What follows belongs to an exercise in optimizing a design on an open flow for small area; a production flow would make more cautious choices. In this exercise RTL edits were held to simulation tests only and were not proved equivalent to the original. Power is estimated from default activity; no workload was simulated.

$ cat flow/run.sh
#!/bin/bash
# synth_recipe.tcl (not shown) runs the flow's synth.tcl, then flattens the netlist and writes it again
# the make line also repeats each setting of config.mk as NAME=value (left out here)
make -C /OpenROAD-flow-scripts/flow DESIGN_CONFIG=/design/flow/config.mk WORK_HOME=/design/flow/orfs CLKGATE_MAP_FILE= SYNTH_SCRIPT=/design/flow/synth_recipe.tcl finish
$ cat flow/config.mk
export PLATFORM = sky130hd
export DESIGN_NAME = rgbw_led_ctrl
export DESIGN_NICKNAME = rgbw_led_ctrl
export VERILOG_FILES = /design/flow/design.v
export SDC_FILE = /design/flow/constraint.sdc
export NUM_CORES = 4
export LEC_CHECK = 0
export ABC_AREA = 1
export CAP_MARGIN = 20
export CORE_MARGIN = 2
export CORE_UTILIZATION = 40
export CTS_BUF_LIST = sky130_fd_sc_hd__clkbuf_4
export SLEW_MARGIN = 20
$ cat flow/constraint.sdc
create_clock -name core_clock -period 10.0 [get_ports {clk}]
set_input_delay 2.0000 -clock core_clock [delete_from_list [all_inputs] [get_ports {clk}]]
set_output_delay 2.0000 -clock core_clock [all_outputs]
set_load 0.01 [all_outputs]
$ cat flow/design.v
package rgbw_pkg;
    localparam logic [7:0] SYNC_BYTE = 8'h55;
    localparam int FRAME_BYTES = 8;
    localparam int FRAME_TIMEOUT = 1024;
    localparam int PWM_PERIOD = 255;
    localparam int BLINK_PERIODS = 4;
    localparam logic [7:0] MODE_OFF = 8'd0;
    localparam logic [7:0] MODE_STEADY = 8'd1;
endpackage
`timescale 1ns/1ps
module spi_byte_receiver (
    input  logic       clk,
    input  logic       reset,
    input  logic       sclk,
    input  logic       mosi,
    input  logic       cs_n,
    output logic [7:0] rx_byte,
    output logic [7:0] shift_reg,
    output logic       byte_done
);
    logic sclk_meta;
    logic sclk_sync;
    logic sclk_prev;
    logic mosi_meta;
    logic mosi_sync;
    logic cs_n_meta;
    logic cs_n_sync;
    logic [2:0] bit_cnt;
    logic       sclk_rise;
    function automatic logic [9:0] inc(input logic [9:0] a);
        logic c;
        c = 1'b1;
        for (int i = 0; i < 10; i++) begin
            inc[i] = a[i] ^ c;
            c = c & a[i];
        end
    endfunction
    assign sclk_rise = sclk_sync && !sclk_prev;
    assign byte_done = !cs_n_sync && sclk_rise && (bit_cnt == 3'd7);
    assign rx_byte   = {shift_reg[6:0], mosi_sync};
    always_ff @(posedge clk) begin
        if (!reset) begin
            sclk_meta <= 1'b0;
            sclk_sync <= 1'b0;
            sclk_prev <= 1'b0;
            mosi_meta <= 1'b0;
            mosi_sync <= 1'b0;
            cs_n_meta <= 1'b1;
            cs_n_sync <= 1'b1;
            bit_cnt   <= 3'd0;
        end else begin
            sclk_meta <= sclk;
            sclk_sync <= sclk_meta;
            sclk_prev <= sclk_sync;
            mosi_meta <= mosi;
            mosi_sync <= mosi_meta;
            cs_n_meta <= cs_n;
            cs_n_sync <= cs_n_meta;
            if (cs_n_sync) begin
                bit_cnt <= 3'd0;
            end else if (sclk_rise) begin
                bit_cnt <= 3'(inc({7'd0, bit_cnt}));
            end
        end
    end
    always_ff @(posedge clk) begin
        if (!cs_n_sync && sclk_rise) begin
            shift_reg <= rx_byte;
        end
    end
endmodule
`timescale 1ns/1ps
module rgbw_frame_dispenser (
    input  logic       clk,
    input  logic       reset,
    input  logic [7:0] rx_byte,
    input  logic [7:0] shift_reg,
    input  logic       byte_done,
    input  logic [7:0] pwm_cnt,
    input  logic       wrap,
    output logic [7:0] red,
    output logic [7:0] green,
    output logic [7:0] blue,
    output logic [7:0] white,
    output logic [1:0] pend_mode,
    output logic       take
);
    logic       skip;
    logic [$clog2(rgbw_pkg::FRAME_BYTES)-1:0]   byte_cnt;
    logic [$clog2(rgbw_pkg::FRAME_TIMEOUT)-1:0] gap_cnt;
    logic [7:0] intensity_sh;
    logic [2:0] colour_idx_sh;
    logic [7:0] acc;
    logic [1:0] chan;
    logic [7:0] palette_byte;
    logic       value_bit;
    logic       publish;
    function automatic logic [9:0] inc(input logic [9:0] a);
        logic c;
        c = 1'b1;
        for (int i = 0; i < 10; i++) begin
            inc[i] = a[i] ^ c;
            c = c & a[i];
        end
    endfunction
    assign publish = byte_done && (byte_cnt == rgbw_pkg::FRAME_BYTES - 1);
    assign take    = wrap && !skip && (pend_mode != 2'd0);
    always_ff @(posedge clk) begin
        if (!reset) begin
            skip      <= 1'b0;
            byte_cnt  <= '0;
            gap_cnt   <= '0;
            pend_mode <= 2'd0;
        end else begin
            if (publish) begin
                skip <= (pwm_cnt[7:3] == 5'b11111) && (pwm_cnt[2:1] == 2'b01 || pwm_cnt[2:1] == 2'b10);
                if (rx_byte == rgbw_pkg::MODE_OFF) begin
                    pend_mode <= 2'd3;
                end else if (rx_byte == rgbw_pkg::MODE_STEADY) begin
                    pend_mode <= 2'd1;
                end else begin
                    pend_mode <= 2'd2;
                end
            end else if (wrap) begin
                skip <= 1'b0;
                if (!skip) begin
                    pend_mode <= 2'd0;
                end
            end
            if (byte_done) begin
                gap_cnt <= '0;
                if (byte_cnt == '0) begin
                    if (rx_byte == rgbw_pkg::SYNC_BYTE) begin
                        byte_cnt <= 3'(inc({7'd0, byte_cnt}));
                    end
                end else if (byte_cnt == rgbw_pkg::FRAME_BYTES - 1) begin
                    byte_cnt <= '0;
                end else begin
                    byte_cnt <= 3'(inc({7'd0, byte_cnt}));
                end
            end else if (byte_cnt == '0) begin
                gap_cnt <= '0;
            end else if (gap_cnt == rgbw_pkg::FRAME_TIMEOUT - 1) begin
                byte_cnt <= '0;
                gap_cnt  <= '0;
            end else begin
                gap_cnt <= inc(gap_cnt);
            end
        end
    end
    always_ff @(posedge clk) begin
        if (byte_done) begin
            if (byte_cnt == 3'd1) intensity_sh  <= rx_byte;
            if (byte_cnt == 3'd2) colour_idx_sh <= rx_byte[2:0];
        end
    end
    assign chan = byte_cnt[1:0];
    always_comb begin
        case ({colour_idx_sh, chan})
            {3'd1, 2'd0}: palette_byte = 8'hFF;
            {3'd2, 2'd1}: palette_byte = 8'hFF;
            {3'd3, 2'd2}: palette_byte = 8'hFF;
            {3'd4, 2'd3}: palette_byte = 8'hFF;
            {3'd5, 2'd0}: palette_byte = 8'hFF;
            {3'd5, 2'd1}: palette_byte = 8'hA0;
            {3'd5, 2'd3}: palette_byte = 8'h20;
            {3'd6, 2'd1}: palette_byte = 8'hC0;
            {3'd6, 2'd2}: palette_byte = 8'hC0;
            {3'd6, 2'd3}: palette_byte = 8'h40;
            {3'd7, 2'd0}: palette_byte = 8'hC0;
            {3'd7, 2'd2}: palette_byte = 8'hA0;
            {3'd7, 2'd3}: palette_byte = 8'h10;
            default:      palette_byte = 8'h00;
        endcase
    end
    assign value_bit = (colour_idx_sh == 3'd0) ? shift_reg[gap_cnt[2:0]] : palette_byte[gap_cnt[2:0]];
    rgbw_colour_scaler scaler_i (
        .clk       (clk),
        .start     (gap_cnt[2:0] == 3'd0),
        .value_bit (value_bit),
        .intensity (intensity_sh),
        .acc       (acc)
    );
    always_ff @(posedge clk) begin
        if (byte_cnt[2] && gap_cnt == 10'd8) begin
            red   <= green;
            green <= blue;
            blue  <= white;
            white <= acc;
        end
    end
endmodule
`timescale 1ns/1ps
module rgbw_colour_scaler (
    input  logic       clk,
    input  logic       start,
    input  logic       value_bit,
    input  logic [7:0] intensity,
    output logic [7:0] acc
);
    logic [7:0] acc_in;
    logic [7:0] addend;
    logic [8:0] sum;
    assign acc_in = start ? 8'd0 : acc;
    assign addend = value_bit ? intensity : 8'd0;
    always_comb begin
        logic c;
        c = value_bit;
        for (int i = 0; i < 8; i++) begin
            sum[i] = acc_in[i] ^ addend[i] ^ c;
            c = (acc_in[i] & addend[i]) | (c & (acc_in[i] ^ addend[i]));
        end
        sum[8] = c;
    end
    always_ff @(posedge clk) begin
        acc <= sum[8:1];
    end
endmodule
`timescale 1ns/1ps
module rgbw_pwm (
    input  logic       clk,
    input  logic       reset,
    input  logic [7:0] red_duty,
    input  logic [7:0] green_duty,
    input  logic [7:0] blue_duty,
    input  logic [7:0] white_duty,
    input  logic [1:0] pend_mode,
    input  logic       take,
    output logic [7:0] pwm_cnt,
    output logic       wrap,
    output logic       led_red,
    output logic       led_green,
    output logic       led_blue,
    output logic       led_white
);
    logic       steady_q;
    logic       blink_q;
    logic [7:0] red_q;
    logic [7:0] green_q;
    logic [7:0] blue_q;
    logic [7:0] white_q;
    logic [$clog2(rgbw_pkg::BLINK_PERIODS)-1:0] blink_cnt;
    logic blink_dark;
    logic leds_on;
    function automatic logic less(input logic [7:0] a, input logic [7:0] b);
        logic lt;
        lt = 1'b0;
        for (int i = 0; i < 8; i++) begin
            lt = (!a[i] && b[i]) || (!a[i] && lt) || (b[i] && lt);
        end
        less = lt;
    endfunction
    function automatic logic [9:0] inc(input logic [9:0] a);
        logic c;
        c = 1'b1;
        for (int i = 0; i < 10; i++) begin
            inc[i] = a[i] ^ c;
            c = c & a[i];
        end
    endfunction
    assign wrap = (pwm_cnt == 8'(rgbw_pkg::PWM_PERIOD - 1));
    always_ff @(posedge clk) begin
        if (!reset) begin
            pwm_cnt    <= 8'd0;
            steady_q   <= 1'b0;
            blink_q    <= 1'b0;
            blink_cnt  <= '0;
            blink_dark <= 1'b0;
        end else if (wrap) begin
            pwm_cnt <= 8'd0;
            if (take) begin
                steady_q <= (pend_mode == 2'd1);
                blink_q  <= (pend_mode == 2'd2);
            end
            if (blink_cnt == rgbw_pkg::BLINK_PERIODS - 1) begin
                blink_cnt  <= '0;
                blink_dark <= !blink_dark;
            end else begin
                blink_cnt <= 2'(inc({8'd0, blink_cnt}));
            end
        end else begin
            pwm_cnt <= 8'(inc({2'd0, pwm_cnt}));
        end
    end
    always_ff @(posedge clk) begin
        if (take) begin
            red_q   <= red_duty;
            green_q <= green_duty;
            blue_q  <= blue_duty;
            white_q <= white_duty;
        end
    end
    assign leds_on = steady_q || (blink_q && !blink_dark);
    assign led_red   = leds_on && less(pwm_cnt, red_q);
    assign led_green = leds_on && less(pwm_cnt, green_q);
    assign led_blue  = leds_on && less(pwm_cnt, blue_q);
    assign led_white = leds_on && less(pwm_cnt, white_q);
endmodule
`timescale 1ns/1ps
module rgbw_led_ctrl (
    input  logic clk,
    input  logic reset,
    input  logic sclk,
    input  logic mosi,
    input  logic cs_n,
    output logic led_red,
    output logic led_green,
    output logic led_blue,
    output logic led_white
);
    logic [7:0] rx_byte;
    logic [7:0] shift_reg;
    logic       byte_done;
    logic [7:0] pwm_cnt;
    logic       wrap;
    logic       take;
    logic [7:0] red;
    logic [7:0] green;
    logic [7:0] blue;
    logic [7:0] white;
    logic [1:0] pend_mode;
    spi_byte_receiver rx_i (
        .clk       (clk),
        .reset     (reset),
        .sclk      (sclk),
        .mosi      (mosi),
        .cs_n      (cs_n),
        .rx_byte   (rx_byte),
        .shift_reg (shift_reg),
        .byte_done (byte_done)
    );
    rgbw_frame_dispenser disp_i (
        .clk       (clk),
        .reset     (reset),
        .rx_byte   (rx_byte),
        .shift_reg (shift_reg),
        .byte_done (byte_done),
        .pwm_cnt   (pwm_cnt),
        .wrap      (wrap),
        .red       (red),
        .green     (green),
        .blue      (blue),
        .white     (white),
        .pend_mode (pend_mode),
        .take      (take)
    );
    rgbw_pwm pwm_i (
        .clk        (clk),
        .reset      (reset),
        .red_duty   (red),
        .green_duty (green),
        .blue_duty  (blue),
        .white_duty (white),
        .pend_mode  (pend_mode),
        .take       (take),
        .pwm_cnt    (pwm_cnt),
        .wrap       (wrap),
        .led_red    (led_red),
        .led_green  (led_green),
        .led_blue   (led_blue),
        .led_white  (led_white)
    );
endmodule
==> results.cfg, run 1 <==
[outcome]
run_status = complete, no violations

[clock_tree]
cts_tree = yes
cts_htree_levels = 4
cts.sink_count = 130
cts-root-buf = sky130_fd_sc_hd__clkbuf_4
postCtsResizedCells = 0
path_clk_slew_ps = 120
cts.path.max_buffers = 2
post-cts-setup-buffers = 0
holdBufCountCts = 0
tritoncts.num_buffers = 17
source_to_sink_clock_delay_at_the_later_pin_of_the_worst_skew_pair_ps = 500

[flow_run]
maxCapViolations = 0

[critical_path]
critPathRequiredTime_ps = 10450
cp-start-kind = register
critical-path-top-cell-by-count = sky130_fd_sc_hd__fa_1
crit_arrival_ps = 5130
slowest_stage = sky130_fd_sc_hd__dfxtp_1
timing.critical_path.cells = inv_1 > ha_1 > nor2_1 > nor2_1 > nand2_1 > nand3_1 > nand3_1 > nand2_1 > nand3_2 > a21boi_1 > ha_1 > nand2_1 > nand2_1 > fa_1 > fa_1 > fa_1 > fa_1 > inv_1 > fa_1 > inv_1 > fa_1 > inv_1 > fa_1 > inv_1
criticalPathCategory = reg2reg
timing.critical_path.slowest_cell_delay_ps = 410
critPathCaptureType = register
critPathMaxFanout = 7

[floorplan]
die_w_um = 121
core_area_sq_mm = 0.0133
die-area_sq_mm = 0.0147
num_rows = 42
starting_density_of_the_core_pct = 41.3
io-pin-count = 9
die_height_um = 121

[cells_and_area]
layout-drive-gt1-share_pct = 11.5
number_of_flip_flops_in_the_largest_register = 10
post-route-cell-area_sq_mm = 0.00609
largest-register = disp_i.gap_cnt
layout.filler_cells = 1242
layout_commonest_cell = sky130_fd_sc_hd__edfxtp_1
design.final.nets = 556
area_growth_syn_to_layout_pct = 10.5
n_antenna_cell = 0
final_cell_mix = sky130_fd_sc_hd__edfxtp_1, sky130_fd_sc_hd__nand2_1, sky130_fd_sc_hd__inv_1, sky130_fd_sc_hd__nor2_1, sky130_fd_sc_hd__dfxtp_1

[detailed_routing]
detail_route.drc_violations = 0
initialDrtViolationCount = 184
avgRoutedWirePerCell_um = 12.5
vias = 3387
vias_per_cell = 4.79
dr.pass1.iters = 4
drt-total-wl_mm = 8.86
antenna_left = 0

[placed_design]
detailed_place.area_sq_mm = 0.00581
place.port_buffers = 8
detailedPlacementHpwl_mm = 6.30
finalWeightedCongestion = 0.798

[global_route]
grt_pass1_wl_mm = 15.2
grt_start_max_net_pins = 33
global_route.usage.total_pct = 13.2
grt_pass1_vias = 3442
overflow = 0
initial_antenna_violation_count = 0

[timing]
final.period_utilization_pct = 46.8
max_slew_margin_pct = 28.8
timing_worst_slew_pin_value_ps = 1070
post-route-min-period_ps = 4680
finalHoldViolCount = 0
setup_tns_ps = 0
finalMaxSlewViolations = 0
timing.final.setup_violations = 0
grt_setup_unrepaired = no
skew_ps = 18.6
clock.fmax_ghz = 0.214

[synth]
synth_top_area_cells = sky130_fd_sc_hd__edfxtp_1, sky130_fd_sc_hd__dfxtp_1, sky130_fd_sc_hd__ha_1, sky130_fd_sc_hd__nand2_1, sky130_fd_sc_hd__inv_1
postSynthNetCount = 532
synth_top_family_by_area = simple AND/OR/NAND/NOR gates
ys_types = 42
synth-xor-area-share_pct = 0.477
synthFlopType = sky130_fd_sc_hd__edfxtp_1
post-synth-top-area-fraction_pct = 45.2
netlist.top_cell.by_area = sky130_fd_sc_hd__edfxtp_1
synth_seq_area_share_pct = 62.3
synthMuxAreaShare_pct = 0
avgSynthCellArea_sq_um = 11.2
yosysWarningCount = 4
yosys_register_bits = 130
synth-async-reset-ratio_pct = 0
synth_enable_flop_cells = 83
synth-compound-area-share_pct = 7.81
post_synth_and_or_nand_nor_area_fraction_pct = 15.2
syn_inst = 494
syn_area_sq_mm = 0.00551
synth-adder-area-share_pct = 8.44

[pwr]
power_per_cell_area_mw_per_mm2 = 153
max-vdd-ir-drop_mv = 0.0870
power_leakage_nw = 2.43

[min_path]
worstHoldPathType = reg2reg
-- final timing paths --
check	start	endpoint	slack [ps]	depth (start not counted)
setup / recovery	disp_i.byte_cnt[1]	disp_i.scaler_i.acc[6]	5320	24
hold / removal	rx_i.mosi_meta	rx_i.mosi_sync	430	2
setup reg to reg	disp_i.byte_cnt[1]	disp_i.scaler_i.acc[6]	5320	24
hold reg to reg	rx_i.mosi_meta	rx_i.mosi_sync	430	2
-- final cells by class --
cell class | instances | area, sq um | area share, %
clock inverter | 15 | 158 | 2.59
inverter | 77 | 290 | 4.76
clock buffer | 17 | 128 | 2.09
tap | 176 | 220 | 3.61
multi-input combinational | 283 | 1780 | 29.2
sequential | 130 | 3430 | 56.3
timing repair buffer | 9 | 87.6 | 1.44
-- power breakdown --
| part | total (mW) | switching [mW] | internal [mW] |
|---|---|---|---|
| Sequential | 0.569 | 0.00245 | 0.566 |
| Combinational | 0.0141 | 0.00867 | 0.00543 |
| Clock | 0.348 | 0.198 | 0.150 |
-- worst max-delay path: cells and delay by family (launching register included) --
kind,cells,cell delay [ps]
and+or+nand+nor,9,680
AOI/OAI and AO/OA,1,170
DFF,1,410
adders and majority gates,9,2980
buffers and inverters,5,390
-- cell usage after synthesis, types with 2 or more instances --
cell,number
sky130_fd_sc_hd__o21bai_1,4
sky130_fd_sc_hd__inv_1,70
sky130_fd_sc_hd__a21boi_1,6
sky130_fd_sc_hd__dfxtp_1,47
sky130_fd_sc_hd__edfxtp_1,83
sky130_fd_sc_hd__a22oi_1,2
sky130_fd_sc_hd__nor2_1,59
sky130_fd_sc_hd__buf_2,2
sky130_fd_sc_hd__nand4_1,2
sky130_fd_sc_hd__nand4_2,2
sky130_fd_sc_hd__fa_1,7
sky130_fd_sc_hd__nand3_1,22
sky130_fd_sc_hd__a21oi_1,14
sky130_fd_sc_hd__a22o_1,12
sky130_fd_sc_hd__o21ai_0,11
sky130_fd_sc_hd__or2_2,3
sky130_fd_sc_hd__xnor2_1,2
sky130_fd_sc_hd__nand2_2,3
sky130_fd_sc_hd__nor2_4,4
sky130_fd_sc_hd__nand2_1,72
sky130_fd_sc_hd__ha_1,26
sky130_fd_sc_hd__inv_2,6
sky130_fd_sc_hd__nor3_1,3
sky130_fd_sc_hd__nor3_2,2
sky130_fd_sc_hd__o22ai_1,12
sky130_fd_sc_hd__o21ai_1,2
-- cells by family after synthesis --
group,after synthesis
flip-flops,130
AND/OR/NAND/NOR,181
AO/OA/AOI/OAI,66
adder cells (fa/ha/maj),33
XOR/XNOR,3
buffers and inverters,81
-- through the flow --
stage	instances	worst slack, ps	hold WS, ps	total power [mW]	utilization, %
after floorplan	494	5640	390	0.590	-
after global placement	675	5440	394	0.595	43.5
after detailed placement	675	5360	404	0.595	43.5
after CTS	707	5320	430	0.946	45.7
after global routing	707	4980	450	0.967	45.7
final	707	5320	428	0.931	45.7
-- metal layers --
layer / global-route usage [%] / routed length (um) / up-vias
li1: - / - / 1710
met1: 15.2 / 3860 / 1614
met2: 23.4 / 4580 / 49
met3: 3.99 / 302 / 14
met4: 4.53 / 119 / 0
met5: 0 / 0 / -
==> run 2, diff against run 1 <==
--- a/flow/design.v
+++ b/flow/design.v
@@ -19,51 +19,33 @@
     output logic       byte_done
 );
-    logic sclk_meta;
-    logic sclk_sync;
     logic sclk_prev;
-    logic mosi_meta;
-    logic mosi_sync;
-    logic cs_n_meta;
-    logic cs_n_sync;
     logic [2:0] bit_cnt;
     logic       sclk_rise;
-    function automatic logic [9:0] inc(input logic [9:0] a);
+    function automatic logic [2:0] inc(input logic [2:0] a);
         logic c;
         c = 1'b1;
-        for (int i = 0; i < 10; i++) begin
+        for (int i = 0; i < 3; i++) begin
             inc[i] = a[i] ^ c;
             c = c & a[i];
         end
     endfunction
-    assign sclk_rise = sclk_sync && !sclk_prev;
-    assign byte_done = !cs_n_sync && sclk_rise && (bit_cnt == 3'd7);
-    assign rx_byte   = {shift_reg[6:0], mosi_sync};
+    assign sclk_rise = sclk && !sclk_prev;
+    assign byte_done = !cs_n && sclk_rise && (bit_cnt == 3'd7);
+    assign rx_byte   = {shift_reg[6:0], mosi};
     always_ff @(posedge clk) begin
         if (!reset) begin
-            sclk_meta <= 1'b0;
-            sclk_sync <= 1'b0;
             sclk_prev <= 1'b0;
-            mosi_meta <= 1'b0;
-            mosi_sync <= 1'b0;
-            cs_n_meta <= 1'b1;
-            cs_n_sync <= 1'b1;
             bit_cnt   <= 3'd0;
         end else begin
-            sclk_meta <= sclk;
-            sclk_sync <= sclk_meta;
-            sclk_prev <= sclk_sync;
-            mosi_meta <= mosi;
-            mosi_sync <= mosi_meta;
-            cs_n_meta <= cs_n;
-            cs_n_sync <= cs_n_meta;
-            if (cs_n_sync) begin
+            sclk_prev <= sclk;
+            if (cs_n) begin
                 bit_cnt <= 3'd0;
             end else if (sclk_rise) begin
-                bit_cnt <= 3'(inc({7'd0, bit_cnt}));
+                bit_cnt <= inc(bit_cnt);
             end
         end
     end
     always_ff @(posedge clk) begin
-        if (!cs_n_sync && sclk_rise) begin
+        if (!cs_n && sclk_rise) begin
             shift_reg <= rx_byte;
         end
@@ -88,5 +70,8 @@
     logic       skip;
     logic [$clog2(rgbw_pkg::FRAME_BYTES)-1:0]   byte_cnt;
-    logic [$clog2(rgbw_pkg::FRAME_TIMEOUT)-1:0] gap_cnt;
+    logic [9:0] gap_cnt;
+    logic [9:0] gap_next;
+    logic       gap_low_zero;
+    logic [7:0] step_sel;
     logic [7:0] intensity_sh;
     logic [2:0] colour_idx_sh;
@@ -114,5 +99,5 @@
         end else begin
             if (publish) begin
-                skip <= (pwm_cnt[7:3] == 5'b11111) && (pwm_cnt[2:1] == 2'b01 || pwm_cnt[2:1] == 2'b10);
+                skip <= (pwm_cnt[7:3] == 5'b11111) && !(pwm_cnt[2] && pwm_cnt[1]);
                 if (rx_byte == rgbw_pkg::MODE_OFF) begin
                     pend_mode <= 2'd3;
@@ -129,5 +114,4 @@
             end
             if (byte_done) begin
-                gap_cnt <= '0;
                 if (byte_cnt == '0) begin
                     if (rx_byte == rgbw_pkg::SYNC_BYTE) begin
@@ -139,14 +123,16 @@
                     byte_cnt <= 3'(inc({7'd0, byte_cnt}));
                 end
-            end else if (byte_cnt == '0) begin
-                gap_cnt <= '0;
-            end else if (gap_cnt == rgbw_pkg::FRAME_TIMEOUT - 1) begin
+            end else if (byte_cnt != '0 && gap_cnt == 10'h200) begin
                 byte_cnt <= '0;
-                gap_cnt  <= '0;
+            end
+            if (byte_done || byte_cnt == '0) begin
+                gap_cnt <= '0;
             end else begin
-                gap_cnt <= inc(gap_cnt);
+                gap_cnt <= gap_next;
             end
         end
     end
+    assign gap_low_zero = (gap_cnt[8:0] == 9'd0);
+    assign gap_next     = {gap_cnt[8:0], gap_cnt[9] ^ gap_cnt[6] ^ gap_low_zero};
     always_ff @(posedge clk) begin
         if (byte_done) begin
@@ -174,8 +160,9 @@
         endcase
     end
-    assign value_bit = (colour_idx_sh == 3'd0) ? shift_reg[gap_cnt[2:0]] : palette_byte[gap_cnt[2:0]];
+    assign step_sel  = {gap_cnt[6:0], !gap_cnt[9] && gap_low_zero};
+    assign value_bit = |(step_sel & ((colour_idx_sh == 3'd0) ? shift_reg : palette_byte));
     rgbw_colour_scaler scaler_i (
         .clk       (clk),
-        .start     (gap_cnt[2:0] == 3'd0),
+        .start     (step_sel[0]),
         .value_bit (value_bit),
         .intensity (intensity_sh),
@@ -183,5 +170,5 @@
     );
     always_ff @(posedge clk) begin
-        if (byte_cnt[2] && gap_cnt == 10'd8) begin
+        if (byte_cnt[2] && gap_cnt == 10'h081) begin
             red   <= green;
             green <= blue;
==> run 2 against run 1 <==
  * Non-clock buffer count stayed put
  * Die area is 4.1% lower
  * Clock-buffer cell count stayed put
  * Fmax is 4.4% lower
  * Global-route usage is 0.72 points higher
  * Wire length is 0.82% higher
  * Critical endpoint unchanged
  * Register-to-register slack worse by 220 ps
==> results.cfg, run 2 <==
[outcome]
run_status = complete, no violations

[flow_run]
maxCapViolations = 0

[detailed_routing]
detail_route.drc_violations = 0
vias_per_cell = 4.73
avgRoutedWirePerCell_um = 12.6
drt-total-wl_mm = 8.93
antenna_left = 0
vias = 3360
initialDrtViolationCount = 223
dr.pass1.iters = 4

[synth]
postSynthNetCount = 527
synth.cells.most_frequent = sky130_fd_sc_hd__nand2_1, sky130_fd_sc_hd__edfxtp_1, sky130_fd_sc_hd__inv_1, sky130_fd_sc_hd__nor2_1, sky130_fd_sc_hd__dfxtp_1
synthMuxAreaShare_pct = 0
top_count_cell_post_synth = sky130_fd_sc_hd__nand2_1
post-synth-top-area-fraction_pct = 47.2
synthFlopType = sky130_fd_sc_hd__edfxtp_1
synth_seq_area_share_pct = 62.7
synth-xor-area-share_pct = 0.166
synth-adder-area-share_pct = 6.68
yosysWarningCount = 4
avgSynthCellArea_sq_um = 10.6
synth-compound-area-share_pct = 6.80
synth_top_area_cells = sky130_fd_sc_hd__edfxtp_1, sky130_fd_sc_hd__dfxtp_1, sky130_fd_sc_hd__nand2_1, sky130_fd_sc_hd__inv_1, sky130_fd_sc_hd__ha_1
synth_top_family_by_area = simple AND/OR/NAND/NOR gates
yosys_register_bits = 124
syn_inst = 498
ys_types = 33
netlist.top_cell.by_area = sky130_fd_sc_hd__edfxtp_1
post_synth_and_or_nand_nor_area_fraction_pct = 17.6
syn_area_sq_mm = 0.00528
synth-async-reset-ratio_pct = 0
synth_enable_flop_cells = 83

[cells_and_area]
finish.cell_count_without_fillers = 710
area.sequential_sq_mm = 0.00331
multi_input_gate_area_sq_mm = 0.00167
final_core_utilization_pct = 46.0
area_growth_syn_to_layout_pct = 11.1
largest-register = disp_i.gap_cnt
final_cell_mix = sky130_fd_sc_hd__nand2_1, sky130_fd_sc_hd__edfxtp_1, sky130_fd_sc_hd__inv_1, sky130_fd_sc_hd__nor2_1, sky130_fd_sc_hd__dfxtp_1
layout.filler_cells = 1189
n_antenna_cell = 0
design.final.nets = 554
layout_commonest_cell = sky130_fd_sc_hd__nand2_1
post-route-cell-area_sq_mm = 0.00587
layout-drive-gt1-share_pct = 10.2
number_of_flip_flops_in_the_largest_register = 10

[clock_tree]
cts_htree_levels = 4
cts_tree = yes
post-cts-setup-buffers = 0
tritoncts.num_buffers = 17
cts-root-buf = sky130_fd_sc_hd__clkbuf_4
postCtsResizedCells = 0
cts.path.max_buffers = 2
cts.sink_count = 124
holdBufCountCts = 0
source_to_sink_clock_delay_at_the_later_pin_of_the_worst_skew_pair_ps = 500
path_clk_slew_ps = 110

[global_route]
global_route.usage.total_pct = 13.9
initial_antenna_violation_count = 0
grt_start_max_net_pins = 33
global_route.usage.met2_pct = 23.3
grt_pass1_vias = 3341
use_met1_pct = 15.9
grt_pass1_wl_mm = 15.2
overflow = 0
grt-busiest-layer = met2
groute.layer.met3.usage_pct = 5.60

[critical_path]
r2r_end = disp_i.scaler_i.acc[6]
ff2ff_path_depth = 27
crit_arrival_ps = 5360
critPathRequiredTime_ps = 10460
cp-start-kind = register
criticalPathCategory = reg2reg
timing.reg2reg.setup_slack_ps = 5100
critPathMaxFanout = 7
critPathCaptureType = register
worst_r2r_startpoint = disp_i.byte_cnt[0]

[placed_design]
detailed_place.area_sq_mm = 0.00560
finalWeightedCongestion = 0.859
place_ws_ps = 5140
place.port_buffers = 8
detailedPlacementHpwl_mm = 6.43
dpl.cell_count = 678

[floorplan]
starting_density_of_the_core_pct = 41.4
num_rows = 41
core_area_sq_mm = 0.0128
io-pin-count = 9
die_height_um = 119
die_w_um = 119
die-area_sq_mm = 0.0141

[min_path]
hold_start = disp_i.scaler_i.acc[4]
min_delay_worst_endpoint = disp_i.white[4]
worst_hold_path.num_cells = 0
worstHoldPathType = reg2reg

[timing]
fin_ws_ps = 5100
max_slew_margin_pct = 29.5
finalMaxSlewViolations = 0
post-route-min-period_ps = 4900
final.period_utilization_pct = 49.0
clock.fmax_ghz = 0.204
setup_tns_ps = 0
skew_ps = 16.1
finalHoldViolCount = 0
worst_hold_slack_ps = 426
timing_worst_slew_pin_value_ps = 1060
grt_setup_unrepaired = no
timing.final.setup_violations = 0

[pwr]
power_leakage_nw = 2.43
total_power_mw = 0.894
power_per_cell_area_mw_per_mm2 = 152
max-vdd-ir-drop_mv = 0.0668
## run 2: cell types whose count changed after synthesis, moves of 3 or more
cell,before,now
sky130_fd_sc_hd__a22o_1,12,8
sky130_fd_sc_hd__a21boi_1,6,0
sky130_fd_sc_hd__nor2_1,59,53
sky130_fd_sc_hd__inv_1,70,78
sky130_fd_sc_hd__ha_1,26,17
sky130_fd_sc_hd__dfxtp_1,47,41
sky130_fd_sc_hd__nor2_2,1,4
sky130_fd_sc_hd__nand2_1,72,105
## run 2: report_power, final
group | internal [mW] | switching (mW) | leakage, nW
Clock | 0.148 | 0.184 | 0.147
Sequential | 0.543 | 0.00302 | 1.08
Combinational | 0.00543 | 0.00969 | 1.20
Total | 0.697 | 0.197 | 2.43
## run 2: layout make-up
type / count / area share, %
clock inverters: 15 / 2.47
clock buffers: 17 / 2.17
inverters: 83 / 5.35
well taps: 172 / 3.67
multi-input cells: 290 / 28.4
flip-flops and latches: 124 / 56.4
repair buffers: 9 / 1.49
## run 2: worst max path at each step
stage	cells past startpoint	start	slack (ps)	end
after global placement	29	disp_i.byte_cnt[0]	5250	disp_i.scaler_i.acc[6]
after floorplan	29	disp_i.byte_cnt[0]	5450	disp_i.scaler_i.acc[6]
after global routing	29	disp_i.byte_cnt[0]	4730	disp_i.scaler_i.acc[6]
final	27	disp_i.byte_cnt[0]	5100	disp_i.scaler_i.acc[6]
after CTS	27	disp_i.byte_cnt[0]	5100	disp_i.scaler_i.acc[6]
after detailed placement	27	disp_i.byte_cnt[0]	5140	disp_i.scaler_i.acc[6]
## run 2: layer usage
layer | wire length (um) | vias to the layer above
li1 | - | 1715
met1 | 3930 | 1579
met2 | 4540 | 56
met3 | 353 | 10
met4 | 116 | 0
met5 | 0 | -
## run 2: cells by family (layout without fill, tap and decap cells)
family | count (synthesis) | after routing
AOI/OAI and AO/OA | 57 | 57
xor gates and xnor gates | 1 | 1
adders and majority gates | 24 | 24
buffers and inverters | 84 | 124
DFF | 124 | 124
and+or+nand+nor | 208 | 208
## run 2: worst max-delay path, cell delays in order (launching register included)
cell	delay (ps)
sky130_fd_sc_hd__dfxtp_1	400
sky130_fd_sc_hd__inv_1	120
sky130_fd_sc_hd__ha_1	240
sky130_fd_sc_hd__nand2_1	70
sky130_fd_sc_hd__nand2_1	100
sky130_fd_sc_hd__nor2_2	140
sky130_fd_sc_hd__nor2_2	60
sky130_fd_sc_hd__nand2_1	70
sky130_fd_sc_hd__nand2_1	40
sky130_fd_sc_hd__nand2_1	70
sky130_fd_sc_hd__nand3_2	110
sky130_fd_sc_hd__nor2_4	170
sky130_fd_sc_hd__nor2_1	60
sky130_fd_sc_hd__ha_1	270
sky130_fd_sc_hd__inv_1	50
sky130_fd_sc_hd__o21bai_1	100
sky130_fd_sc_hd__nand2_1	80
sky130_fd_sc_hd__fa_1	390
sky130_fd_sc_hd__fa_1	400
sky130_fd_sc_hd__fa_1	400
sky130_fd_sc_hd__fa_1	370
sky130_fd_sc_hd__inv_1	70
sky130_fd_sc_hd__fa_1	150
sky130_fd_sc_hd__inv_1	50
sky130_fd_sc_hd__fa_1	350
sky130_fd_sc_hd__inv_1	70
sky130_fd_sc_hd__fa_1	400
sky130_fd_sc_hd__inv_1	60
==> run 3, diff against run 2 <==
--- a/flow/design.v
+++ b/flow/design.v
@@ -47,5 +47,5 @@
     end
     always_ff @(posedge clk) begin
-        if (!cs_n && sclk_rise) begin
+        if (sclk_rise) begin
             shift_reg <= rx_byte;
         end
@@ -93,11 +93,8 @@
     always_ff @(posedge clk) begin
         if (!reset) begin
-            skip      <= 1'b0;
             byte_cnt  <= '0;
-            gap_cnt   <= '0;
             pend_mode <= 2'd0;
         end else begin
             if (publish) begin
-                skip <= (pwm_cnt[7:3] == 5'b11111) && !(pwm_cnt[2] && pwm_cnt[1]);
                 if (rx_byte == rgbw_pkg::MODE_OFF) begin
                     pend_mode <= 2'd3;
@@ -108,5 +105,4 @@
                 end
             end else if (wrap) begin
-                skip <= 1'b0;
                 if (!skip) begin
                     pend_mode <= 2'd0;
@@ -126,9 +122,16 @@
                 byte_cnt <= '0;
             end
-            if (byte_done || byte_cnt == '0) begin
-                gap_cnt <= '0;
-            end else begin
-                gap_cnt <= gap_next;
-            end
+        end
+    end
+    always_ff @(posedge clk) begin
+        if (publish) begin
+            skip <= (pwm_cnt[7:3] == 5'b11111) && !(pwm_cnt[2] && pwm_cnt[1]);
+        end else if (wrap) begin
+            skip <= 1'b0;
+        end
+        if (byte_done || byte_cnt == '0) begin
+            gap_cnt <= '0;
+        end else begin
+            gap_cnt <= gap_next;
         end
     end
--- a/flow/config.mk
+++ b/flow/config.mk
@@ -6,5 +6,4 @@
 export NUM_CORES = 4
 export LEC_CHECK = 0
-export ABC_AREA = 1
 export CAP_MARGIN = 20
 export CORE_MARGIN = 2
==> run 3 against run 2 <==
  * Still clean on timing, DRC and antenna
  * Flip-flop and latch count unchanged
  * Combinational power decreased by 15%
  * Synthesized cell count decreased by 22%
  * Via count fell by 12%
  * Sequential power hardly changed
  * Synthesized area is 3.4% lower
  * Die area decreased by 3.3%
  * Final area down 4.2%
  * Power shrank 4.5%
  * Critical path type unchanged
  * Highest routed layer unchanged
==> results.cfg, run 3 <==
[outcome]
run_status = complete, no violations

[cells_and_area]
design.final.nets = 439
post-route-cell-area_sq_mm = 0.00562
layout-drive-gt1-share_pct = 11.1
multi_input_gate_area_sq_mm = 0.00168
n_antenna_cell = 0
finish.cell_count_without_fillers = 595
layout.filler_cells = 1187
layout_commonest_cell = sky130_fd_sc_hd__edfxtp_1
area.sequential_sq_mm = 0.00332
final_cell_mix = sky130_fd_sc_hd__edfxtp_1, sky130_fd_sc_hd__dfxtp_1, sky130_fd_sc_hd__nor2_1, sky130_fd_sc_hd__and2_1, sky130_fd_sc_hd__inv_1
area_growth_syn_to_layout_pct = 10.2
number_of_flip_flops_in_the_largest_register = 10
largest-register = disp_i.gap_cnt

[detailed_routing]
drt-total-wl_mm = 8.36
avgRoutedWirePerCell_um = 14.0
antenna_left = 0
vias_per_cell = 4.97
detail_route.drc_violations = 0
vias = 2956
initialDrtViolationCount = 161
dr.pass1.iters = 4

[min_path]
worstHoldPathType = reg2reg

[floorplan]
core_area_sq_mm = 0.0125
num_rows = 41
die-area_sq_mm = 0.0137
die_w_um = 117
starting_density_of_the_core_pct = 40.8
io-pin-count = 9
die_height_um = 117

[synth]
yosys_register_bits = 124
syn_inst = 388
synth_top_area_cells = sky130_fd_sc_hd__edfxtp_1, sky130_fd_sc_hd__dfxtp_1, sky130_fd_sc_hd__ha_1, sky130_fd_sc_hd__and2_1, sky130_fd_sc_hd__fa_1
synth_enable_flop_cells = 84
postSynthNetCount = 417
post-synth-top-area-fraction_pct = 49.4
netlist.top_cell.by_area = sky130_fd_sc_hd__edfxtp_1
synth_seq_area_share_pct = 65.1
yosysWarningCount = 4
avgSynthCellArea_sq_um = 13.2
synthFlopType = sky130_fd_sc_hd__edfxtp_1
syn_area_sq_mm = 0.00510
ys_types = 46
top_count_cell_post_synth = sky130_fd_sc_hd__edfxtp_1
synth-async-reset-ratio_pct = 0
synth.cells.most_frequent = sky130_fd_sc_hd__edfxtp_1, sky130_fd_sc_hd__dfxtp_1, sky130_fd_sc_hd__nor2_1, sky130_fd_sc_hd__and2_1, sky130_fd_sc_hd__inv_1

[critical_path]
timing.reg2reg.setup_slack_ps = 4720
cp-start-kind = register
critPathMaxFanout = 9
crit_arrival_ps = 5740
criticalPathCategory = reg2reg
timing.critical_path.slowest_cell_delay_ps = 410
critical-path-top-cell-by-count = sky130_fd_sc_hd__fa_1
slowest_stage = sky130_fd_sc_hd__dfxtp_1
critPathRequiredTime_ps = 10460
timing.critical_path.cells = inv_1 > ha_1 > mux2i_1 > o211ai_1 > a22o_1 > o21ai_0 > nand4_1 > and2_1 > ha_1 > a21o_1 > fa_1 > fa_1 > fa_1 > fa_1 > inv_1 > fa_1 > inv_1 > fa_1 > inv_1 > fa_1 > inv_1
critPathCaptureType = register

[global_route]
grt_pass1_wl_mm = 14.0
grt_pass1_vias = 2934
overflow = 0
grt_start_max_net_pins = 33
initial_antenna_violation_count = 0
global_route.usage.total_pct = 13.9

[timing]
clock.fmax_ghz = 0.189
setup_tns_ps = 0
finalMaxSlewViolations = 0
grt_setup_unrepaired = no
final.period_utilization_pct = 52.8
timing_worst_slew_pin_value_ps = 668
finalHoldViolCount = 0
max_slew_margin_pct = 55.3
skew_ps = 14.1
post-route-min-period_ps = 5280
timing.final.setup_violations = 0
worst_hold_slack_ps = 425

[placed_design]
detailedPlacementHpwl_mm = 5.80
detailed_place.area_sq_mm = 0.00539
finalWeightedCongestion = 0.818
place.port_buffers = 8
dpl.cell_count = 563

[clock_tree]
tritoncts.num_buffers = 17
postCtsResizedCells = 0
holdBufCountCts = 0
cts_htree_levels = 4
path_clk_slew_ps = 100
cts.sink_count = 124
cts.path.max_buffers = 2
source_to_sink_clock_delay_at_the_later_pin_of_the_worst_skew_pair_ps = 510
cts_tree = yes
post-cts-setup-buffers = 0
cts-root-buf = sky130_fd_sc_hd__clkbuf_4

[pwr]
power_leakage_nw = 2.03
total_power_mw = 0.854
max-vdd-ir-drop_mv = 0.0613
power_per_cell_area_mw_per_mm2 = 152

[flow_run]
maxCapViolations = 0
run 3: cell count changes after synthesis, moves of 11 or more:
cell                      change
sky130_fd_sc_hd__o22ai_1     -12
sky130_fd_sc_hd__and2_1      +25
sky130_fd_sc_hd__inv_1       -56
sky130_fd_sc_hd__nor2_1      -23
sky130_fd_sc_hd__nand3_1     -13
sky130_fd_sc_hd__nor3_1      +12
sky130_fd_sc_hd__maj3_2      +12
sky130_fd_sc_hd__nand2_1     -86
sky130_fd_sc_hd__nor2b_1     +11
run 3: layout make-up:
cell class	instances	share of cell area, %
Inverter	22	1.47
Timing Repair Buffer	10	1.69
Sequential cell	124	59.1
Clock inverter	12	1.45
Tap cell	172	3.83
Multi-Input combinational cell	235	29.8
Clock buffer	20	2.67
run 3: metrics by stage:
stage | utilization [%] | setup slack [ps]
after global placement | 43.1 | 4910
final | 44.9 | 4720
after CTS | 44.9 | 4710
after floorplan | - | 5180
after global routing | 44.9 | 4330
after detailed placement | 43.1 | 4750
run 3: cells by family (layout without fill, tap and decap cells):
group,after synthesis,count (layout),share of synthesized area (%)
simple gates,131,131,13.4
flops,124,124,65.1
compound gates,56,56,7.45
fa+ha+maj,38,38,9.96
buf+inv,29,64,2.16
mux,6,6,1.18
xor+xnor,4,4,0.687
run 3: routing by layer:
metal | up-vias | track usage [%] | wire (um)
met4 | 0 | 6.43 | 99
met3 | 12 | 4.89 | 353
met1 | 1416 | 16.2 | 3660
met2 | 67 | 22.9 | 4240
li1 | 1461 | - | -
met5 | - | 0 | 0
run 3: power breakdown:
part           leakage (nW)  total (mW)  switching (mW)  internal [mW]
Combinational         0.799      0.0128         0.00703        0.00578
Sequential             1.10       0.549         0.00411          0.545
Clock                 0.134       0.292           0.167          0.125
Total                  2.03       0.854           0.178          0.676
run 3: path summary, 6_finish.rpt:
kind                               start                endpoint  cells after the start
hold reg to reg   disp_i.scaler_i.acc[3]         disp_i.white[3]                      0
hold / removal    disp_i.scaler_i.acc[3]         disp_i.white[3]                      0
setup reg to reg      disp_i.byte_cnt[0]  disp_i.scaler_i.acc[6]                     21
setup / recovery      disp_i.byte_cnt[0]  disp_i.scaler_i.acc[6]                     21
run 3: worst max-delay path, delay by kind of cell, from the launching register on:
family,cells,cell delay (ps)
compound gates,4,660
fa+ha+maj,9,2980
buf+inv,5,380
flops,1,410
mux,1,270
simple gates,2,530
==> run 4, diff against run 3 <==
==> flow/flow/run.sh (new file) <==
#!/bin/bash
# The standard layout, with clock tree synthesis told not to add dummy
# load cells to balance the leaf buffers (the only change).
set -euo pipefail
export CTS_ARGS="-sink_clustering_enable -repair_clock_nets -dont_use_dummy_load -buf_list sky130_fd_sc_hd__clkbuf_4"
bash standard.sh finish > standard.log 2>&1
==> flow/standard.sh (new file) <==
#!/bin/bash
# synth_recipe.tcl (not shown) runs the flow's synth.tcl, then flattens the netlist and writes it again
# the make line also repeats each setting of config.mk as NAME=value (left out here)
make -C /OpenROAD-flow-scripts/flow DESIGN_CONFIG=/design/flow/config.mk WORK_HOME=/design/flow/orfs CLKGATE_MAP_FILE= SYNTH_SCRIPT=/design/flow/synth_recipe.tcl "${@:-finish}"
removed: flow/run.sh
==> run 4 against run 3 <==
  * Synthesized area unchanged
  * Clock skew up 14 ps
  * Power down 8.1%
  * Register-to-register slack about the same
  * Fmax up 0.10%
  * Non-clock buffer count unchanged
  * Clock-buffer cell count down 3
  * Synthesized cell count unchanged
  * Still clean
  * Combinational power about the same
  * Largest power group unchanged
  * Largest cell class unchanged
  * Die area unchanged
  * Flip-flop and latch count unchanged
  * Worst setup slack better by 5.3 ps
==> results.cfg, run 4 <==
[flow_run]
maxCapViolations = 0

[pwr]
switching_power_mw = 0.157
total_power_mw = 0.785
switching_share_pct = 19.9
cell_internal_pwr_mw = 0.628
sequentialPowerShare_pct = 70.0
power_per_cell_area_mw_per_mm2 = 142
max-vdd-ir-drop_mv = 0.0559
share_clk_of_total_power_pct = 28.4
power.combinational.fraction_pct = 1.6
power_leakage_nw = 1.97

[detailed_routing]
initialDrtViolationCount = 155
avgRoutedWirePerCell_um = 14.2
vias_per_cell = 5.00
drt-total-wl_mm = 8.25
vias = 2899
dr.pass1.iters = 4
antenna_left = 0
detail_route.drc_violations = 0

[synth]
yosys_register_bits = 124
avgSynthCellArea_sq_um = 13.2
yosysWarningCount = 4
synth_enable_flop_cells = 84
netlist.top_cell.by_area = sky130_fd_sc_hd__edfxtp_1
synth.cells.most_frequent = sky130_fd_sc_hd__edfxtp_1, sky130_fd_sc_hd__dfxtp_1, sky130_fd_sc_hd__nor2_1, sky130_fd_sc_hd__and2_1, sky130_fd_sc_hd__inv_1
post-synth-top-area-fraction_pct = 49.4
synth_seq_area_share_pct = 65.1
syn_inst = 388
syn_area_sq_mm = 0.00510
synth_top_area_cells = sky130_fd_sc_hd__edfxtp_1, sky130_fd_sc_hd__dfxtp_1, sky130_fd_sc_hd__ha_1, sky130_fd_sc_hd__and2_1, sky130_fd_sc_hd__fa_1
synthFlopType = sky130_fd_sc_hd__edfxtp_1
top_count_cell_post_synth = sky130_fd_sc_hd__edfxtp_1
synth-async-reset-ratio_pct = 0
ys_types = 46
postSynthNetCount = 417

[global_route]
initial_antenna_violation_count = 0
grt_pass1_wl_mm = 13.8
grt_pass1_vias = 2894
overflow = 0
grt_start_max_net_pins = 33
global_route.usage.total_pct = 13.6

[floorplan]
num_rows = 41
die_w_um = 117
die_height_um = 117
die-area_sq_mm = 0.0137
core_area_sq_mm = 0.0125
starting_density_of_the_core_pct = 40.8
io-pin-count = 9

[critical_path]
critPathMaxFanout = 16
timing.reg2reg.setup_slack_ps = 4730
critPathCaptureType = register
crit_start = disp_i.colour_idx_sh[0]
r2r_end = disp_i.scaler_i.acc[6]
critPathRequiredTime_ps = 10450
worst_r2r_startpoint = disp_i.colour_idx_sh[0]
criticalPathCategory = reg2reg
crit_arrival_ps = 5720
cp-start-kind = register
ff2ff_path_depth = 19
timing.critical_path.to = disp_i.scaler_i.acc[6]

[cells_and_area]
number_of_flip_flops_in_the_largest_register = 10
area_growth_syn_to_layout_pct = 8.19
final_cell_mix = sky130_fd_sc_hd__edfxtp_1, sky130_fd_sc_hd__dfxtp_1, sky130_fd_sc_hd__nor2_1, sky130_fd_sc_hd__and2_1, sky130_fd_sc_hd__inv_1
design.final.nets = 439
largest-register = disp_i.gap_cnt
n_antenna_cell = 0
layout-drive-gt1-share_pct = 9.07
layout_commonest_cell = sky130_fd_sc_hd__edfxtp_1
layout.filler_cells = 1193

[clock_tree]
tritoncts.num_buffers = 17
path_clk_slew_ps = 100
cts.sink_count = 124
holdBufCountCts = 0
postCtsResizedCells = 0
cts_tree = yes
cts_htree_levels = 4
post-cts-setup-buffers = 0
cts.path.max_buffers = 2
source_to_sink_clock_delay_at_the_later_pin_of_the_worst_skew_pair_ps = 520
cts-root-buf = sky130_fd_sc_hd__clkbuf_4

[placed_design]
finalWeightedCongestion = 0.818
detailedPlacementHpwl_mm = 5.80
place.port_buffers = 8

[timing]
clock.fmax_ghz = 0.190
finalHoldViolCount = 0
timing_worst_slew_pin_value_ps = 662
final.period_utilization_pct = 52.7
setup_tns_ps = 0
max_slew_margin_pct = 55.7
skew_ps = 28.1
grt_setup_unrepaired = no
timing.final.setup_violations = 0
post-route-min-period_ps = 5270
finalMaxSlewViolations = 0

[min_path]
worstHoldPathType = reg2reg

[outcome]
run_status = complete, no violations
run 4: logic make-up (layout without fill, tap and decap cells):
logic type	after synthesis	after routing	synth area share, %
AOI/OAI and AO/OA	56	56	7.45
xor gates and xnor gates	4	4	0.687
muxes	6	6	1.18
and+or+nand+nor	131	131	13.4
buffers and inverters	29	49	2.16
adders and majority gates	38	38	9.96
DFF	124	124	65.1
run 4: routing by layer:
| metal | share of wire [%] | track usage, % |
|---|---|---|
| met1 | 44 | 16.0 |
| met2 | 50 | 22.6 |
| met3 | 3.7 | 4.58 |
| met4 | 2.2 | 6.43 |
| met5 | 0 | 0 |
run 4: through the flow:
step / hold slack, ps / worst slack [ps] / util (%) / instances / cell area [sq um]
2_1_floorplan: 400 / 5180 / - / 388 / 5100
3_3_place_gp: 401 / 4910 / 43.1 / 563 / 5390
3_5_place_dp: 405 / 4750 / 43.1 / 563 / 5390
4_1_cts: 417 / 4720 / 44.1 / 580 / 5520
5_1_grt: 425 / 4340 / 44.1 / 580 / 5520
6_report: 414 / 4730 / 44.1 / 580 / 5520
run 4: layout make-up:
cell class                 instances  area (sq um)  area share, %
sequential                       124          3320           60.2
multi-input combinational        235          1680           30.4
tap                              172           215           3.90
clock buffer                      17           128           2.31
timing repair buffer              10          95.1           1.72
inverter                          22          82.6           1.50
run 4: worst max-delay path, stage by stage, from the launching register on:
cell and delay (ps):
sky130_fd_sc_hd__edfxtp_1 680, sky130_fd_sc_hd__mux2i_1 370, sky130_fd_sc_hd__o211ai_1 180, sky130_fd_sc_hd__a22o_1 250
sky130_fd_sc_hd__o21ai_0 60, sky130_fd_sc_hd__nand4_1 270, sky130_fd_sc_hd__and2_1 270, sky130_fd_sc_hd__ha_1 270
sky130_fd_sc_hd__a21o_1 170, sky130_fd_sc_hd__fa_1 390, sky130_fd_sc_hd__fa_1 390, sky130_fd_sc_hd__fa_1 390
sky130_fd_sc_hd__fa_1 360, sky130_fd_sc_hd__inv_1 70, sky130_fd_sc_hd__fa_1 150, sky130_fd_sc_hd__inv_1 50
sky130_fd_sc_hd__fa_1 350, sky130_fd_sc_hd__inv_1 70, sky130_fd_sc_hd__fa_1 410, sky130_fd_sc_hd__inv_1 60
run 4: worst min-delay path by stage:
stage	from	to	slack, ps	depth (start not counted)
after floorplan	disp_i.scaler_i.acc[0]	disp_i.white[0]	400	0
after global placement	disp_i.red[6]	pwm_i.red_q[6]	400	0
after detailed placement	disp_i.red[1]	pwm_i.red_q[1]	400	0
after CTS	disp_i.scaler_i.acc[4]	disp_i.white[4]	420	0
after global routing	disp_i.scaler_i.acc[4]	disp_i.white[4]	420	0
final	disp_i.scaler_i.acc[4]	disp_i.white[4]	410	0
run 4: power by group through the flow:
stage	Sequential, mW	Clock (mW)	Combinational (mW)
final	0.549	0.223	0.0128
after detailed placement	0.561	0	0.0131
after global routing	0.550	0.251	0.0143
after global placement	0.561	0	0.0127
after floorplan	0.559	0	0.00868
after CTS	0.549	0.232	0.0131
==> run 5, diff against run 4 <==
==> flow/flow/run.sh (replaced) <==
#!/bin/bash
# The standard layout with two changes:
#  - clock tree synthesis adds no dummy load cells to balance leaf buffers;
#  - the port buffers are the smallest buffer, sky130_fd_sc_hd__buf_1.
set -euo pipefail
export CTS_ARGS="-sink_clustering_enable -repair_clock_nets -dont_use_dummy_load -buf_list sky130_fd_sc_hd__clkbuf_4"
export BUFFER_PORTS_ARGS="-buffer_cell sky130_fd_sc_hd__buf_1"
bash standard.sh finish > standard.log 2>&1
==> run 5 against run 4 <==
  * Still clean on timing, DRC and antenna
  * Sequential power about the same
  * Non-clock buffer count unchanged
  * Combinational power fell by 7%
  * Flip-flop and latch count stayed put
  * Power fell by 0.45%
  * Register-to-register slack gained 20 ps
  * Wire length rose by 1.3%
  * Critical path type unchanged
  * Highest routed layer unchanged
==> results.cfg, run 5 <==
[critical_path]
timing.reg2reg.setup_slack_ps = 4740
crit_arrival_ps = 5700
cell_family_contributing_the_most_delay_on_the_critical_path = adder cells
cp-start-kind = register
worst_r2r_startpoint = disp_i.byte_cnt[0]
timing.critical_path.buf_inv = 5
critPathRequiredTime_ps = 10440
critPathMaxFanout = 9
timing.critical_path.cells = inv_1 > ha_1 > mux2i_1 > o211ai_1 > a22o_1 > o21ai_0 > nand4_1 > and2_1 > ha_1 > a21o_1 > fa_1 > fa_1 > fa_1 > fa_1 > inv_1 > fa_1 > inv_1 > fa_1 > inv_1 > fa_1 > inv_1
ff2ff_path_depth = 21
timing.critical_path.slowest_cell_delay_ps = 410
r2r_end = disp_i.scaler_i.acc[6]
slowest_stage = sky130_fd_sc_hd__dfxtp_1
critPathCaptureType = register
critical-path-top-cell-by-count = sky130_fd_sc_hd__fa_1
criticalPathCategory = reg2reg

[detailed_routing]
drt-total-wl_mm = 8.35
antenna_left = 0
wl_met2_mm = 4.18
initialDrtViolationCount = 174
detail_route.drc_violations = 0
detail_route.wirelength.met1_mm = 3.72
avgRoutedWirePerCell_um = 14.4
vias = 2908
wl_met3_um = 284
dr.pass1.iters = 6
topRoutingLayerUsed = met4
vias_per_cell = 5.01

[flow_run]
maxCapViolations = 0

[synth]
synth_enable_flop_cells = 84
avgSynthCellArea_sq_um = 13.2
yosysWarningCount = 4
syn_area_sq_mm = 0.00510
synth_seq_area_share_pct = 65.1
synth.cells.most_frequent = sky130_fd_sc_hd__edfxtp_1, sky130_fd_sc_hd__dfxtp_1, sky130_fd_sc_hd__nor2_1, sky130_fd_sc_hd__and2_1, sky130_fd_sc_hd__inv_1
yosys_register_bits = 124
synthFlopType = sky130_fd_sc_hd__edfxtp_1
synth_top_area_cells = sky130_fd_sc_hd__edfxtp_1, sky130_fd_sc_hd__dfxtp_1, sky130_fd_sc_hd__ha_1, sky130_fd_sc_hd__and2_1, sky130_fd_sc_hd__fa_1
ys_types = 46
syn_inst = 388
post-synth-top-area-fraction_pct = 49.4
netlist.top_cell.by_area = sky130_fd_sc_hd__edfxtp_1
top_count_cell_post_synth = sky130_fd_sc_hd__edfxtp_1
synth-async-reset-ratio_pct = 0
postSynthNetCount = 417

[placed_design]
detailedPlacementHpwl_mm = 5.84
finalWeightedCongestion = 0.813
place.port_buffers = 8
dpl.cell_count = 563

[timing]
finalHoldViolCount = 0
setup_tns_ps = 0
final.period_utilization_pct = 52.6
timing_worst_slew_pin_value_ps = 681
skew_ps = 29.2
clock.fmax_ghz = 0.190
finalMaxSlewViolations = 0
max_slew_margin_pct = 54.4
timing.final.setup_violations = 0
grt_setup_unrepaired = no
post-route-min-period_ps = 5260

[cells_and_area]
final_core_utilization_pct = 43.7
final_cell_mix = sky130_fd_sc_hd__edfxtp_1, sky130_fd_sc_hd__dfxtp_1, sky130_fd_sc_hd__nor2_1, sky130_fd_sc_hd__and2_1, sky130_fd_sc_hd__inv_1
finish.cell_count_without_fillers = 580
layout-drive-gt1-share_pct = 9.07
layout_commonest_cell = sky130_fd_sc_hd__edfxtp_1
n_antenna_cell = 0
area_growth_syn_to_layout_pct = 7.21
design.final.nets = 439
number_of_flip_flops_in_the_largest_register = 10
largest-register = disp_i.gap_cnt

[floorplan]
num_rows = 41
starting_density_of_the_core_pct = 40.8
core_area_sq_mm = 0.0125
die-area_sq_mm = 0.0137
die_height_um = 117
io-pin-count = 9
die_w_um = 117

[global_route]
grt_start_max_net_pins = 33
overflow = 0
grt_pass1_vias = 2816
global_route.usage.total_pct = 13.6
grt_pass1_wl_mm = 13.7
initial_antenna_violation_count = 0

[pwr]
power_leakage_nw = 1.95
max-vdd-ir-drop_mv = 0.0603
total_power_mw = 0.781
power_per_cell_area_mw_per_mm2 = 143

[clock_tree]
cts.sink_count = 124
path_clk_slew_ps = 90
postCtsResizedCells = 0
holdBufCountCts = 0
cts_htree_levels = 4
cts_tree = yes
cts.path.max_buffers = 2
post-cts-setup-buffers = 0
tritoncts.num_buffers = 17
source_to_sink_clock_delay_at_the_later_pin_of_the_worst_skew_pair_ps = 530
cts-root-buf = sky130_fd_sc_hd__clkbuf_4

[min_path]
min_delay_worst_endpoint = pwm_i.red_q[0]
worstHoldPathType = reg2reg
worst_hold_path.num_cells = 0
hold_start = disp_i.red[0]

[outcome]
run_status = complete, no violations
-- run 5: cell types whose count changed in the layout (fill, tap and decap cells not counted), sizes merged --
cell | before | now
buf | 2 | 10
clkdlybuf4s50 | 8 | 0
-- run 5: power breakdown --
group          internal, mW  total, mW  switching, mW
clock                0.0774      0.220          0.143
sequential            0.545      0.549        0.00402
combinational       0.00474     0.0119        0.00719
-- run 5: metrics by stage --
stage	hold slack [ps]	setup slack, ps	area, sq um
finish	418	4740	5470
global route	425	4450	5470
CTS	425	4760	5470
detailed placement	405	4800	5340
global placement	401	4900	5340
floorplan	400	5180	5100
-- run 5: how the worst max path moves through the flow --
| stage | startpoint | to | slack, ps | depth (start not counted) |
|---|---|---|---|---|
| after floorplan | disp_i.byte_cnt[0] | disp_i.scaler_i.acc[6] | 5180 | 21 |
| after global placement | disp_i.colour_idx_sh[0] | disp_i.scaler_i.acc[6] | 4900 | 19 |
| after detailed placement | disp_i.byte_cnt[0] | disp_i.scaler_i.acc[6] | 4800 | 21 |
| after CTS | disp_i.byte_cnt[0] | disp_i.scaler_i.acc[6] | 4760 | 21 |
| after global routing | disp_i.byte_cnt[0] | disp_i.scaler_i.acc[6] | 4450 | 21 |
| final | disp_i.byte_cnt[0] | disp_i.scaler_i.acc[6] | 4740 | 21 |
-- run 5: layout make-up --
class / count / area (sq um)
Multi-Input combinational cell: 235 / 1680
Tap cell: 172 / 215
Inverter: 22 / 82.6
Timing Repair Buffer: 10 / 45.0
Fill cell: 1207 / 7050
Clock buffer: 17 / 128
Sequential cell: 124 / 3320
-- run 5: cell families after synthesis --
family / after synthesis / share of synthesized area (%)
mux: 6 / 1.18
fa+ha+maj: 38 / 9.96
flops: 124 / 65.1
buf+inv: 29 / 2.16
xor+xnor: 4 / 0.687
simple gates: 131 / 13.4
compound gates: 56 / 7.45
-- run 5: layer usage --
metal	vias to the layer above	GRT usage (%)
met3	14	4.17
met1	1393	15.9
met2	48	22.6
li1	1453	-
met4	0	6.82
met5	-	0
==> run 6, diff against run 5 <==
==> flow/flow/run.sh (replaced) <==
#!/bin/bash
# The standard layout with three changes:
#  - clock tree synthesis adds no dummy load cells to balance leaf buffers;
#  - the port buffers are the smallest buffer, sky130_fd_sc_hd__buf_1;
#  - global route's repair step downsizes gates with slack to spare.
set -euo pipefail
export CTS_ARGS="-sink_clustering_enable -repair_clock_nets -dont_use_dummy_load -buf_list sky130_fd_sc_hd__clkbuf_4"
export BUFFER_PORTS_ARGS="-buffer_cell sky130_fd_sc_hd__buf_1"
export RECOVER_POWER=100
bash standard.sh finish > standard.log 2>&1
==> run 6 against run 5 <==
  * Now fails the layout checks on capacitance limit, slew limit
  * Worst hold slack about the same
  * Critical path type unchanged
  * Register-to-register slack is essentially flat
  * Sequential share of layout area grew 0.38 points
==> results.cfg, run 6 <==
[floorplan]
die_w_um = 117
io-pin-count = 9
die-area_sq_mm = 0.0137
core_area_sq_mm = 0.0125
die_height_um = 117
num_rows = 41
starting_density_of_the_core_pct = 40.8

[detailed_routing]
initialDrtViolationCount = 156
vias = 2923
dr.pass1.iters = 6
vias_per_cell = 5.04
drt-total-wl_mm = 8.37
antenna_left = 0
detail_route.drc_violations = 0
avgRoutedWirePerCell_um = 14.4

[placed_design]
detailedPlacementHpwl_mm = 5.84
dpl.cell_count = 563
place_ws_ps = 4800
detailed_place.area_sq_mm = 0.00534
place.port_buffers = 8
finalWeightedCongestion = 0.813

[critical_path]
critPathCaptureType = register
criticalPathCategory = reg2reg
slowest_stage = sky130_fd_sc_hd__dfxtp_1
critical_path_depth = 21
cell_family_contributing_the_most_delay_on_the_critical_path = adder cells
timing.critical_path.cells = inv_1 > ha_1 > mux2i_1 > o211ai_1 > a22o_1 > o21ai_0 > nand4_1 > and2_0 > ha_1 > a21o_1 > fa_1 > fa_1 > fa_1 > fa_1 > inv_1 > fa_1 > inv_1 > fa_1 > inv_1 > fa_1 > inv_1
crit_arrival_ps = 5700
ff2ff_path_depth = 21
critPathMaxFanout = 9
timing.critical_path.buf_inv = 5
critical-path-top-cell-by-count = sky130_fd_sc_hd__fa_1
timing.critical_path.slowest_cell_delay_ps = 410
cp-start-kind = register
critPathRequiredTime_ps = 10440

[cells_and_area]
final_core_utilization_pct = 43.4
finish.cell_count_without_fillers = 580
layout.filler_cells = 1207
area_growth_syn_to_layout_pct = 6.55
post-route-cell-area_sq_mm = 0.00544
n_antenna_cell = 0
largest-register = disp_i.gap_cnt
layout-drive-gt1-share_pct = 7.35
design.final.nets = 439
layout_commonest_cell = sky130_fd_sc_hd__edfxtp_1
number_of_flip_flops_in_the_largest_register = 10
final_cell_mix = sky130_fd_sc_hd__edfxtp_1, sky130_fd_sc_hd__dfxtp_1, sky130_fd_sc_hd__nor2_1, sky130_fd_sc_hd__inv_1, sky130_fd_sc_hd__o21ai_0

[flow_run]
maxCapViolations = 2

[synth]
post-synth-top-area-fraction_pct = 49.4
syn_area_sq_mm = 0.00510
yosys_register_bits = 124
synth_enable_flop_cells = 84
avgSynthCellArea_sq_um = 13.2
ys_types = 46
synthFlopType = sky130_fd_sc_hd__edfxtp_1
netlist.top_cell.by_area = sky130_fd_sc_hd__edfxtp_1
synth.cells.most_frequent = sky130_fd_sc_hd__edfxtp_1, sky130_fd_sc_hd__dfxtp_1, sky130_fd_sc_hd__nor2_1, sky130_fd_sc_hd__and2_1, sky130_fd_sc_hd__inv_1
postSynthNetCount = 417
synth_seq_area_share_pct = 65.1
yosysWarningCount = 4
syn_inst = 388
top_count_cell_post_synth = sky130_fd_sc_hd__edfxtp_1
synth_top_area_cells = sky130_fd_sc_hd__edfxtp_1, sky130_fd_sc_hd__dfxtp_1, sky130_fd_sc_hd__ha_1, sky130_fd_sc_hd__and2_1, sky130_fd_sc_hd__fa_1
synth-async-reset-ratio_pct = 0

[global_route]
overflow = 0
initial_antenna_violation_count = 0
grt_pass1_vias = 2816
grt_start_max_net_pins = 33
global_route.usage.total_pct = 13.6
grt_pass1_wl_mm = 13.7

[min_path]
worstHoldPathType = reg2reg
worst_hold_path.num_cells = 0

[timing]
max_slew_margin_pct = -22.0
timing_worst_slew_pin_value_ps = 1830
setup_tns_ps = 0
fin_ws_ps = 4740
post-route-min-period_ps = 5260
finalMaxSlewViolations = 66
grt_setup_unrepaired = no
skew_ps = 29.3
final.period_utilization_pct = 52.6
clock.fmax_ghz = 0.190
worst_hold_slack_ps = 418
timing.final.setup_violations = 0
finalHoldViolCount = 0

[outcome]
run_status = failed layout checks
failed_layout_checks = capacitance limit, slew limit

[pwr]
max-vdd-ir-drop_mv = 0.0604
switching_power_mw = 0.155
share_clk_of_total_power_pct = 28.3
total_power_mw = 0.782
switching_share_pct = 19.8
power_leakage_nw = 1.93
power.combinational.fraction_pct = 1.5
sequentialPowerShare_pct = 70.2
cell_internal_pwr_mw = 0.627
power_per_cell_area_mw_per_mm2 = 144

[clock_tree]
cts_tree = yes
cts_htree_levels = 4
cts-root-buf = sky130_fd_sc_hd__clkbuf_4
cts.path.max_buffers = 2
holdBufCountCts = 0
source_to_sink_clock_delay_at_the_later_pin_of_the_worst_skew_pair_ps = 520
tritoncts.num_buffers = 17
cts.sink_count = 124
postCtsResizedCells = 0
post-cts-setup-buffers = 0
path_clk_slew_ps = 90
==> run 6: cell types whose count changed in the layout (fill, tap and decap cells not counted), sizes merged <==
cell    delta
clkbuf     +4
buf        -4
==> run 6: worst reg2reg max path: cells and delay by family, from the launching register on <==
kind,cells,cell delay (ps)
AOI/OAI and AO/OA,4,680
and+or+nand+nor,2,540
adders and majority gates,9,2950
DFF,1,410
buffers and inverters,5,370
muxes,1,260
==> run 6: path summary, 6_finish.rpt <==
path                      start                     end  slack, ps
min reg2reg       disp_i.red[0]          pwm_i.red_q[0]        420
min               disp_i.red[0]          pwm_i.red_q[0]        420
max reg2reg  disp_i.byte_cnt[0]  disp_i.scaler_i.acc[6]       4740
max          disp_i.byte_cnt[0]  disp_i.scaler_i.acc[6]       4740
==> run 6: per-layer routing <==
metal | global-route usage [%] | wire (um) | up-vias
met1 | 15.9 | 3750 | 1402
met2 | 22.6 | 4150 | 48
met3 | 4.17 | 264 | 18
met5 | 0 | 0 | -
li1 | - | - | 1455
met4 | 6.82 | 203 | 0
==> run 6: cell type report <==
class,count,area (sq um),share of cell area (%)
inverter,22,82.6,1.52
clock buffer,17,128,2.35
timing repair buffer,10,37.5,0.690
multi-input combinational,235,1650,30.4
sequential,124,3320,61.1
tap,172,215,3.96
==> run 6: cell families after synthesis <==
kind of cell	Yosys count	synth area share, %
multiplexers	6	1.18
adder cells (fa/ha/maj)	38	9.96
AND/OR/NAND/NOR	131	13.4
AO/OA/AOI/OAI	56	7.45
XOR/XNOR	4	0.687
buffers and inverters	29	2.16
flip-flops	124	65.1
==> run 6: power groups by stage <==
stage | combinational (mW) | clock [mW] | sequential [mW]
5_1_grt | 0.0132 | 0.255 | 0.550
3_3_place_gp | 0.0117 | 0 | 0.561
4_1_cts | 0.0121 | 0.235 | 0.549
6_report | 0.0118 | 0.221 | 0.549
2_1_floorplan | 0.00868 | 0 | 0.559
3_5_place_dp | 0.0121 | 0 | 0.561

## separate check: timing with driven ports
No port has a modelled driver above. Below, the same layouts with a new extraction and two added sets of constraints. Step 1, drivers: a clkbuf_16 drives clk and a buf_2 each remaining input, both assumed. Step 2 times the ports against the registers' clock, not the clock port: input delays grow and output delays shrink by t, the midpoint of the rising clock arrivals with the driver on. a / b / c = no drivers / after step 1 / after step 2; a / b = the first two.
| run | shift t [ns] | setup slack, ns | latest minus earliest clock arrival (ns) |
|---|---|---|---|
| run 1 | 0.526 | 5.319 / 5.319 / 5.319 | 0.019 / 0.019 |
| run 2 | 0.530 | 5.102 / 5.102 / 5.102 | 0.016 / 0.017 |
| run 3 | 0.537 | 4.721 / 4.721 / 4.721 | 0.014 / 0.014 |
| run 4 | 0.535 | 4.726 / 4.726 / 4.726 | 0.029 / 0.028 |
| run 5 | 0.538 | 4.743 / 4.743 / 4.743 | 0.035 / 0.035 |
| run 6 | 0.540 | 4.742 / 4.742 / 4.742 | 0.036 / 0.036 |
